This is an optimization exercise on Yosys and OpenROAD, whose aim is small area, not a production implementation.
The RTL was checked by simulation tests, not by an equivalence proof against the original design.
No activity file was given, so power comes from the tool's default toggle rates.

$ cat config.mk
export PLATFORM = sky130hd
export DESIGN_NAME = box_office_top
export DESIGN_NICKNAME = box_office_top
export VERILOG_FILES = /design/flow/design.v
export SDC_FILE = /design/flow/constraint.sdc
export NUM_CORES = 4
export LEC_CHECK = 0
export CAP_MARGIN = 20
export CORE_MARGIN = 2
export CORE_UTILIZATION = 40
export SLEW_MARGIN = 20
$ cat constraint.sdc
create_clock -name core_clock -period 6.0 [get_ports {clk}]
set_input_delay 1.2000 -clock core_clock [delete_from_list [all_inputs] [get_ports {clk}]]
set_output_delay 1.2000 -clock core_clock [all_outputs]
set_load 0.01 [all_outputs]
$ cat design.v
package movie_record_pkg;
    localparam int rec_w       = 46;
    localparam int id_w        = 6;    
    localparam int id_msb      = 45;
    localparam int id_lsb      = 40;
    localparam int name_msb    = 39;
    localparam int name_lsb    = 35;
    localparam int price_w     = 10;
    localparam int price_msb   = 34;
    localparam int price_lsb   = 25;
    localparam int session_msb = 24;
    localparam int session_lsb = 10;
    localparam int day_w       = 3;
    localparam int day_msb     = 22;   
    localparam int day_lsb     = 20;
    localparam int rest_w      = 5;
    localparam int rest_msb    = 9;    
    localparam int rest_lsb    = 5;
    localparam int seat_msb    = 4;
    localparam int seat_lsb    = 1;
    localparam int valid_bit   = 0;
    localparam int movie_depth = 8;
    localparam int idx_w       = 3;
    localparam int cnt_w       = 4;    
    localparam int off_w       = 5;    
    localparam int off_scale   = 32;
endpackage
package box_office_pkg;
    localparam int btn_w = 3;
    localparam int op_w  = 2;
    localparam int st_w  = 3;
    localparam logic [btn_w-1:0] btn_next    = 3'b000;
    localparam logic [btn_w-1:0] btn_release = 3'b001;
    localparam logic [btn_w-1:0] btn_confirm = 3'b010;
    localparam logic [btn_w-1:0] btn_back    = 3'b011;
    localparam logic [btn_w-1:0] btn_cancel  = 3'b100;
    localparam logic [btn_w-1:0] btn_none    = 3'b111;  
    localparam logic [op_w-1:0] op_idle       = 2'd0;
    localparam logic [op_w-1:0] op_read_index = 2'd1;
    localparam logic [op_w-1:0] op_write_id   = 2'd2;
    localparam logic [st_w-1:0] st_browse    = 3'd0;
    localparam logic [st_w-1:0] st_sold_out  = 3'd1;
    localparam logic [st_w-1:0] st_review    = 3'd2;
    localparam logic [st_w-1:0] st_vip_ask   = 3'd3;
    localparam logic [st_w-1:0] st_pin       = 3'd4;
    localparam logic [st_w-1:0] st_pin_error = 3'd5;
    localparam logic [st_w-1:0] st_issue     = 3'd6;
    localparam logic [st_w-1:0] st_receipt   = 3'd7;
endpackage
`timescale 1ns/1ns
import movie_record_pkg::*;
import box_office_pkg::*;
module movie_store (
    input  logic                                   clk,
    input  logic                                   rst_n,
    input  logic                                   load_i,
    input  logic [movie_record_pkg::rec_w-1:0]     load_data_i,
    input  logic [box_office_pkg::op_w-1:0]        op_i,
    input  logic [movie_record_pkg::idx_w-1:0]     index_i,
    input  logic [movie_record_pkg::id_w-1:0]      id_i,
    input  logic [movie_record_pkg::rec_w-1:0]     wdata_i,
    output logic                                   done_o,
    output logic [movie_record_pkg::rec_w-1:0]     rdata_o,
    output logic [movie_record_pkg::cnt_w-1:0]     count_o
);
    logic [rec_w-1:0]       table_q [movie_depth];
    logic [movie_depth-1:0] id_hit;
    logic                   accept;
    logic                   load_ok;
    assign accept  = (op_i != op_idle) && !done_o;  
    assign load_ok = load_i && (count_o < movie_depth);
    always_comb begin
        for (int i = 0; i < movie_depth; i++) begin
            id_hit[i] = (i < count_o) && (table_q[i][id_msb:id_lsb] == id_i);
        end
    end
    always_ff @(posedge clk or negedge rst_n) begin
        if (!rst_n) begin
            count_o <= '0;
            done_o  <= 1'b0;
        end else begin
            done_o <= accept;
            if (load_ok) count_o <= count_o + 1'b1;
        end
    end
    always_ff @(posedge clk) begin
        if (load_ok) begin
            table_q[count_o[idx_w-1:0]] <= load_data_i;  
        end else if (accept && op_i == op_write_id) begin
            for (int i = 0; i < movie_depth; i++) begin
                if (id_hit[i]) table_q[i] <= wdata_i;
            end
        end
        if (accept && op_i == op_read_index) rdata_o <= table_q[index_i];
    end
endmodule
`timescale 1ns/1ns
import box_office_pkg::*;
module movie_port_arbiter (
    input  logic                                clk,
    input  logic                                rst_n,
    input  logic [box_office_pkg::op_w-1:0]     br_op_i,
    input  logic [movie_record_pkg::idx_w-1:0]  br_index_i,
    output logic                                br_done_o,
    input  logic [box_office_pkg::op_w-1:0]     is_op_i,
    input  logic [movie_record_pkg::id_w-1:0]   is_id_i,
    input  logic [movie_record_pkg::rec_w-1:0]  is_wdata_i,
    output logic                                is_done_o,
    output logic [box_office_pkg::op_w-1:0]     st_op_o,
    output logic [movie_record_pkg::idx_w-1:0]  st_index_o,
    output logic [movie_record_pkg::id_w-1:0]   st_id_o,
    output logic [movie_record_pkg::rec_w-1:0]  st_wdata_o,
    input  logic                                st_done_i
);
    logic is_sel;
    logic gnt_is_q;  
    assign is_sel     = (is_op_i != op_idle);  
    assign st_op_o    = is_sel ? is_op_i : br_op_i;
    assign st_index_o = br_index_i;
    assign st_id_o    = is_id_i;
    assign st_wdata_o = is_wdata_i;
    always_ff @(posedge clk or negedge rst_n) begin
        if (!rst_n) begin
            gnt_is_q <= 1'b0;
        end else if (st_op_o != op_idle && !st_done_i) begin
            gnt_is_q <= is_sel;
        end
    end
    assign br_done_o = st_done_i && !gnt_is_q;
    assign is_done_o = st_done_i && gnt_is_q;
endmodule
`timescale 1ns/1ns
import movie_record_pkg::*;
import box_office_pkg::*;
module movie_browser (
    input  logic                                clk,
    input  logic                                rst_n,
    input  logic                                fetch_i,
    input  logic [box_office_pkg::btn_w-1:0]    press_i,
    input  logic [movie_record_pkg::cnt_w-1:0]  count_i,
    input  logic [movie_record_pkg::rec_w-1:0]  rdata_i,
    input  logic                                done_i,
    input  logic                                vip_member_i,
    input  logic [movie_record_pkg::day_w-1:0]  vip_day_i,
    output logic [box_office_pkg::op_w-1:0]     op_o,
    output logic [movie_record_pkg::idx_w-1:0]  index_o,
    output logic [movie_record_pkg::rec_w-1:0]  record_o,
    output logic                                record_valid_o,
    output logic                                vip_ok_o
);
    logic [cnt_w-1:0] seen_cnt_q;
    logic             pend_q;
    logic             redo_q;      
    logic             step_next;
    logic             step_back;
    logic             refetch;
    logic             take;
    assign step_next = (press_i == btn_next) && (cnt_w'(index_o) + 1'b1 < count_i);
    assign step_back = (press_i == btn_back) && (index_o != '0);
    assign refetch   = (count_i != '0) &&
                       (step_next || step_back || fetch_i || count_i != seen_cnt_q);
    assign take      = done_i && !redo_q && !refetch;
    assign op_o      = pend_q ? op_read_index : op_idle;
    always_ff @(posedge clk or negedge rst_n) begin
        if (!rst_n) begin
            index_o        <= '0;
            seen_cnt_q     <= '0;
            pend_q         <= 1'b0;
            redo_q         <= 1'b0;
            record_valid_o <= 1'b0;
            vip_ok_o       <= 1'b0;
        end else begin
            seen_cnt_q <= count_i;
            if (step_next) index_o <= index_o + 1'b1;
            else if (step_back) index_o <= index_o - 1'b1;
            if (refetch) begin
                pend_q         <= 1'b1;
                redo_q         <= pend_q && !done_i;
                record_valid_o <= 1'b0;
                vip_ok_o       <= 1'b0;
            end else if (done_i) begin
                redo_q <= 1'b0;
                if (take) begin
                    pend_q         <= 1'b0;
                    record_valid_o <= 1'b1;
                    vip_ok_o       <= vip_member_i && (rdata_i[day_msb:day_lsb] == vip_day_i);
                end
            end
        end
    end
    always_ff @(posedge clk or negedge rst_n) begin
        if (!rst_n) record_o <= '0;
        else if (take) record_o <= rdata_i;
    end
endmodule
`timescale 1ns/1ns
import movie_record_pkg::*;
import box_office_pkg::*;
module ticket_issuer (
    input  logic                                  clk,
    input  logic                                  rst_n,
    input  logic                                  issue_i,
    input  logic                                  use_vip_i,
    input  logic [movie_record_pkg::rec_w-1:0]    record_i,
    input  logic [movie_record_pkg::off_w-1:0]    vip_off_i,
    input  logic                                  done_i,
    output logic [box_office_pkg::op_w-1:0]       op_o,
    output logic [movie_record_pkg::id_w-1:0]     id_o,
    output logic [movie_record_pkg::rec_w-1:0]    wdata_o,
    output logic                                  issue_done_o,
    output logic [movie_record_pkg::price_w-1:0]  price_o,
    output logic [5:0]                            ticket_id_o
);
    logic                       req_q;
    logic [price_w-1:0]         list_price;
    logic [price_w+off_w-1:0]   vip_product;
    logic [rest_w-1:0]          rest_left;
    assign list_price  = record_i[price_msb:price_lsb];
    assign vip_product = list_price * vip_off_i;
    assign rest_left   = record_i[rest_msb:rest_lsb] - 1'b1;
    assign op_o         = req_q ? op_write_id : op_idle;
    assign id_o         = wdata_o[id_msb:id_lsb];
    assign issue_done_o = done_i && req_q;
    always_ff @(posedge clk or negedge rst_n) begin
        if (!rst_n) begin
            req_q       <= 1'b0;
            ticket_id_o <= 6'd1;
        end else begin
            if (issue_i) req_q <= 1'b1;
            else if (done_i) req_q <= 1'b0;
            if (issue_done_o) begin
                ticket_id_o <= (ticket_id_o == 6'd63) ? 6'd1 : ticket_id_o + 1'b1;  
            end
        end
    end
    always_ff @(posedge clk or negedge rst_n) begin
        if (!rst_n) price_o <= '0;
        else if (issue_i) price_o <= use_vip_i ? price_w'(vip_product / off_scale) : list_price;
    end
    always_ff @(posedge clk) begin
        if (issue_i) begin
            wdata_o <= {record_i[rec_w-1:rest_msb+1], rest_left, record_i[rest_lsb-1:0]};
        end
    end
endmodule
`timescale 1ns/1ns
import box_office_pkg::*;
module booking_fsm (
    input  logic                              clk,
    input  logic                              rst_n,
    input  logic [box_office_pkg::btn_w-1:0]  press_i,
    input  logic [7:0]                        switch_i,
    input  logic                              pin_valid_i,
    input  logic [19:0]                       pin_i,
    input  logic [19:0]                       vip_pin_i,
    input  logic                              record_valid_i,
    input  logic [4:0]                        rest_i,
    input  logic                              vip_ok_i,
    input  logic                              issue_done_i,
    output logic [box_office_pkg::st_w-1:0]   state_o,
    output logic                              fetch_o,
    output logic                              issue_o,
    output logic                              use_vip_o
);
    logic [st_w-1:0] state_d;
    logic            enter_issue;
    assign enter_issue = (state_d == st_issue) && (state_o != st_issue);
    always_comb begin
        state_d = state_o;
        case (state_o)
            st_browse: begin
                if (press_i == btn_confirm && record_valid_i) begin
                    state_d = (rest_i == '0) ? st_sold_out : st_review;
                end
            end
            st_sold_out: begin
                if (press_i == btn_confirm || press_i == btn_release) state_d = st_browse;
            end
            st_review: begin
                if (press_i == btn_confirm) state_d = vip_ok_i ? st_vip_ask : st_issue;
                else if (press_i == btn_release || press_i == btn_cancel) state_d = st_browse;
            end
            st_vip_ask: begin
                if (press_i == btn_confirm) begin
                    if (switch_i == 8'h01) state_d = st_issue;     
                    else if (switch_i == 8'h02) state_d = st_pin;  
                end
            end
            st_pin: begin
                if (pin_valid_i) state_d = (pin_i == vip_pin_i) ? st_issue : st_pin_error;
            end
            st_pin_error: begin
                if (press_i == btn_confirm) state_d = st_pin;
                else if (press_i == btn_release) state_d = st_vip_ask;
            end
            st_issue: begin
                if (issue_done_i) state_d = st_receipt;
            end
            st_receipt: begin
                if (press_i != btn_none) state_d = st_browse;
            end
            default: state_d = st_browse;
        endcase
    end
    always_ff @(posedge clk or negedge rst_n) begin
        if (!rst_n) begin
            state_o   <= st_browse;
            fetch_o   <= 1'b0;
            issue_o   <= 1'b0;
            use_vip_o <= 1'b0;
        end else begin
            state_o <= state_d;
            fetch_o <= (state_o == st_receipt) && (state_d == st_browse);  
            issue_o <= enter_issue;
            if (enter_issue) use_vip_o <= (state_o == st_pin);
        end
    end
endmodule
`timescale 1ns/1ns
import movie_record_pkg::*;
module box_office_top (
    input  logic                                  clk,
    input  logic                                  rst_n,
    input  logic                                  load_i,
    input  logic [movie_record_pkg::rec_w-1:0]    load_data_i,
    input  logic [2:0]                            press_i,
    input  logic [7:0]                            switch_i,
    input  logic                                  pin_valid_i,
    input  logic [19:0]                           pin_i,
    input  logic                                  vip_member_i,
    input  logic [movie_record_pkg::day_w-1:0]    vip_day_i,
    input  logic [19:0]                           vip_pin_i,
    input  logic [movie_record_pkg::off_w-1:0]    vip_off_i,
    output logic [2:0]                            state_o,
    output logic [movie_record_pkg::rec_w-1:0]    movie_data_o,
    output logic                                  vip_ok_o,
    output logic [movie_record_pkg::price_w-1:0]  price_o,
    output logic [5:0]                            ticket_id_o,
    output logic                                  ticket_valid_o
);
    logic [1:0]       st_op, br_op, is_op;
    logic [idx_w-1:0] st_index, br_index;
    logic [id_w-1:0]  st_id, is_id;
    logic [rec_w-1:0] st_wdata, st_rdata, is_wdata;
    logic             st_done, br_done, is_done;
    logic [cnt_w-1:0] count;
    logic             record_valid, fetch, issue, use_vip;
    movie_store u_store (
        .clk(clk), .rst_n(rst_n), .load_i(load_i), .load_data_i(load_data_i),
        .op_i(st_op), .index_i(st_index), .id_i(st_id), .wdata_i(st_wdata),
        .done_o(st_done), .rdata_o(st_rdata), .count_o(count)
    );
    movie_port_arbiter u_arb (
        .clk(clk), .rst_n(rst_n),
        .br_op_i(br_op), .br_index_i(br_index), .br_done_o(br_done),
        .is_op_i(is_op), .is_id_i(is_id), .is_wdata_i(is_wdata), .is_done_o(is_done),
        .st_op_o(st_op), .st_index_o(st_index), .st_id_o(st_id), .st_wdata_o(st_wdata),
        .st_done_i(st_done)
    );
    movie_browser u_browser (
        .clk(clk), .rst_n(rst_n), .fetch_i(fetch), .press_i(press_i), .count_i(count),
        .rdata_i(st_rdata), .done_i(br_done), .vip_member_i(vip_member_i),
        .vip_day_i(vip_day_i), .op_o(br_op), .index_o(br_index), .record_o(movie_data_o),
        .record_valid_o(record_valid), .vip_ok_o(vip_ok_o)
    );
    ticket_issuer u_issuer (
        .clk(clk), .rst_n(rst_n), .issue_i(issue), .use_vip_i(use_vip),
        .record_i(movie_data_o), .vip_off_i(vip_off_i), .done_i(is_done),
        .op_o(is_op), .id_o(is_id), .wdata_o(is_wdata), .issue_done_o(ticket_valid_o),
        .price_o(price_o), .ticket_id_o(ticket_id_o)
    );
    booking_fsm u_fsm (
        .clk(clk), .rst_n(rst_n), .press_i(press_i), .switch_i(switch_i),
        .pin_valid_i(pin_valid_i), .pin_i(pin_i), .vip_pin_i(vip_pin_i),
        .record_valid_i(record_valid), .rest_i(movie_data_o[rest_msb:rest_lsb]),
        .vip_ok_i(vip_ok_o), .issue_done_i(ticket_valid_o),
        .state_o(state_o), .fetch_o(fetch), .issue_o(issue), .use_vip_o(use_vip)
    );
endmodule
$ cat run.sh
#!/bin/bash
# synth_recipe.tcl (not shown) runs the flow's synth.tcl, then flattens the netlist and writes it again
# the make line also repeats each setting of config.mk as NAME=value (left out here)
make -C /OpenROAD-flow-scripts/flow DESIGN_CONFIG=/design/flow/config.mk WORK_HOME=/design/flow/orfs CLKGATE_MAP_FILE= SYNTH_SCRIPT=/design/flow/synth_recipe.tcl finish
==> flow_summary.json <==
{
  "crit_type": "in -> reg",
  "layout-drive-gt1-share": 0.357,
  "finalCriticalPeriod_ns": 5.00,
  "outcome": "no timing/DRC/antenna violations",
  "nets": 1988,
  "cp.arrival_ns": 5.49,
  "maxCapViolations": 0,
  "syn_inst": 1656,
  "drt_iter0_drc": 1257,
  "core_area_mm2": 0.0683,
  "vias": 15318,
  "die-width_um": 266,
  "end_kind": "register",
  "path_cells": "clkdlybuf4s50_1 > nand2_1 > fa_1 > fa_1 > fa_1 > inv_1 > ha_1 > a21o_1 > a21oi_1 > a31oi_1 > or3_1 > a31oi_1 > xor2_1 > o221ai_1",
  "synth_edf_count": 460,
  "gp_congestion": 0.766,
  "timing.rr.start": "u_browser.record_o[27]",
  "synth.area.top_cells": "edfxtp_1 50%, mux2_2 15%, dfrtp_1 7.7%, mux4_2 7.5%, mux2_4 2.2%",
  "multi_input_comb_area_mm2": 0.0109,
  "netlist_area_mm2": 0.0275,
  "clock.fmax_ghz": 0.200,
  "clk_latency_ns": 0.63,
  "grt_pass1_wl_um": 107000,
  "antenna_cells": 0,
  "die_h_um": 266,
  "first_pass_iters": 5,
  "period_share": 0.833,
  "worst_pin_slew_ns": 1.06,
  "hold_buffers": 0,
  "cts_htree_levels": 2,
  "ir_drop_mv": 0.331,
  "root_buffer": "clkbuf_16",
  "cts-resized-gates": 0,
  "power_density_mw_per_mm2": 393,
  "power_leakage_nw": 11.3,
  "clk_path_buf_depth": 3,
  "worst_slack_ns": 1.00,
  "rsz0062_at_grt": "no",
  "ys_types": 69,
  "cts_tree": "done",
  "maxSlewHeadroom": 0.290,
  "cts_setup_buffers": 0,
  "grt_pass1_vias": 16088,
  "wl_per_cell_um": 26.0,
  "cp.required_ns": 6.49,
  "slowest_stage": "clkdlybuf4s50_1",
  "post-route-drc-count": 0,
  "syn-num-nets": 1820,
  "hold_class": "reg -> reg",
  "avgSynthCellArea_um2": 16.6,
  "num-fill-cells": 5865,
  "worst-path-max-fanout": 10,
  "synth_top_area_share": 0.502,
  "clkSinkCount": 546,
  "dieArea_mm2": 0.0709,
  "fp-row-count": 96,
  "grt_max_degree": 62,
  "worst_clock_skew_ns": 0.0232,
  "via_per_inst": 5.56,
  "min_from": "u_store.rdata_o[11]",
  "clk_pin_slew_ns": 0.06,
  "antenna_found_initial": 3,
  "ys_ff_latch": 546,
  "synthTopCellsByCount": "460 x edfxtp_1, 375 x mux2_2, 92 x mux4_2",
  "slowest_delay_ns": 0.75,
  "drv_slew": 0,
  "crit_path_start_kind": "input port",
  "start_util": 0.403,
  "pre_cts_ws_ns": 0.362,
  "yosysSeqAreaShare": 0.580,
  "pin_count": 177,
  "io_buffers": 176,
  "seq_area_mm2": 0.0160,
  "place_hpwl_um": 39200,
  "cts_buffers": 60,
  "layout-area-overhead-vs-synth_pct": 17.1,
  "setup_viol": 0,
  "yosysMostFrequentCell": "edfxtp_1",
  "cp_common_cell": "fa_1",
  "drtAntennaViolNets": 0,
  "grt-ovfl-total": 0,
  "tns_ns": 0,
  "synth_top_area_cell": "edfxtp_1",
  "hold_viol_final": 0,
  "async_flop_share": 0.158,
  "wl_um": 71600,
  "yosys_warnings": 5,
  "synth_flop_cell": "edfxtp_1",
  "grt_usage": 0.203,
  "crit_start": "vip_off_i[2]"
}
cell families after synthesis:
group           share of synthesized area
flops                               0.580
mux                                 0.273
buf+inv                            0.0300
compound gates                     0.0215
fa+ha+maj                          0.0311
xor+xnor                           0.0315
simple gates                       0.0331
metrics by stage:
stage	area [µm²]	utilization	power (mW)	std cells	hold WS [ns]
finish	32200	0.471	12.7	2757	0.473
global route	32200	0.471	13.3	2757	0.488
CTS	32200	0.471	12.8	2756	0.474
detailed placement	30200	0.442	9.06	2643	0.457
global placement	30200	0.442	9.02	2643	0.455
floorplan	27500	-	7.71	1656	0.355
flip-flops by register name, summed over array words and instances, names as in the netlist, 3 cells and up:
signal and count:
u_browser.index_o 3, u_store.rdata_o 46, u_store.count_o 4, u_browser.record_o 46, u_issuer.ticket_id_o 6, u_store.table_q 368
u_fsm.state_o 3, u_issuer.price_o 10, u_browser.seen_cnt_q 4, u_issuer.wdata_o 46
area by class of cell:
type,count,share of cell area
Sequential cell,546,0.496
Multi-Input combinational cell,962,0.337
Clock buffer,95,0.0582
Inverter,50,0.00583
Tap cell,882,0.0343
Clock inverter,18,0.00470
Timing Repair Buffer,204,0.0637
cells in the final DEF (no fill, tap or decap), types with 12 or more instances in the layout:
master,netlist,layout
a21oi_1,21,21
and2_1,33,33
buf_4,3,22
clkbuf_1,18,13
clkbuf_16,0,62
clkbuf_8,0,20
clkdlybuf4s50_1,0,175
dfrtp_1,85,81
edfxtp_1,460,460
fa_1,24,24
ha_1,30,30
inv_1,49,49
mux2_1,47,47
mux2_2,375,375
mux2_4,40,40
mux4_2,92,92
nand2_1,42,39
nor2_1,23,22
nor4_1,12,12
xnor2_1,32,32
xor2_1,67,67
routing by layer:
metal | part of all wire | track usage | wire length [µm] | vias to the layer above
met5 | 0.00052 | 0 | 37 | -
li1 | - | - | - | 6737
met4 | 0.020 | 0.0519 | 1450 | 6
met1 | 0.45 | 0.282 | 32100 | 8021
met2 | 0.48 | 0.335 | 34200 | 446
met3 | 0.054 | 0.0301 | 3850 | 108
final timing paths:
path                                          endpoint  slack (ns)  cells after the start
worst max-delay path               u_issuer.price_o[9]        1.00                     14
worst max register to register     u_issuer.price_o[9]        1.69                     13
worst min register to register  u_browser.record_o[11]        0.47                      1
max in group asynchronous       u_browser.record_o[14]        4.22                      2
min in group asynchronous       u_browser.record_o[39]        0.70                      1
worst min-delay path            u_browser.record_o[11]        0.47                      1
where the power goes:
part / leakage, nW / switching, mW / total [mW] / internal, mW
clock network: 1.00 / 1.54 / 3.73 / 2.18
logic: 5.15 / 1.68 / 3.69 / 2.01
registers: 5.19 / 0.546 / 5.25 / 4.70
total: 11.3 / 3.78 / 12.7 / 8.89
worst max-delay path, delay by kind of cell:
| kind | cells | cell delay (ns) |
|---|---|---|
| AOI/OAI and AO/OA | 5 | 1.00 |
| xor gates and xnor gates | 1 | 0.18 |
| adders and majority gates | 4 | 1.79 |
| buffers and inverters | 2 | 0.79 |
| and+or+nand+nor | 2 | 0.53 |

[static timing again, ports no longer ideal]
Ports are ideal in the flow. The routed layout listed here was re-timed in OpenROAD. Step 1 sets driving cells, clkbuf_16 on the clock port and buf_2 on the other inputs (assumed; they add their load-dependent delay and slew). Step 2, shift: input delay + t, output delay - t, t = (earliest + latest rising clock arrival at the registers) / 2. This alone moves slack from input paths to output paths. Slacks: ideal ports / drivers / drivers and shift; pairs: ideal ports / drivers.
t, ns: 0.681
setup slack, ns: 1.000 / 1.028 / 0.347
hold WS [ns]: 0.473 / 0.473 / 0.473
cell pins on the clock port's net: 1
After both steps setup and hold are still met in this run. For this run, drivers alone change the setup slack by +0.028 ns; drivers and shift together by -0.653 ns.
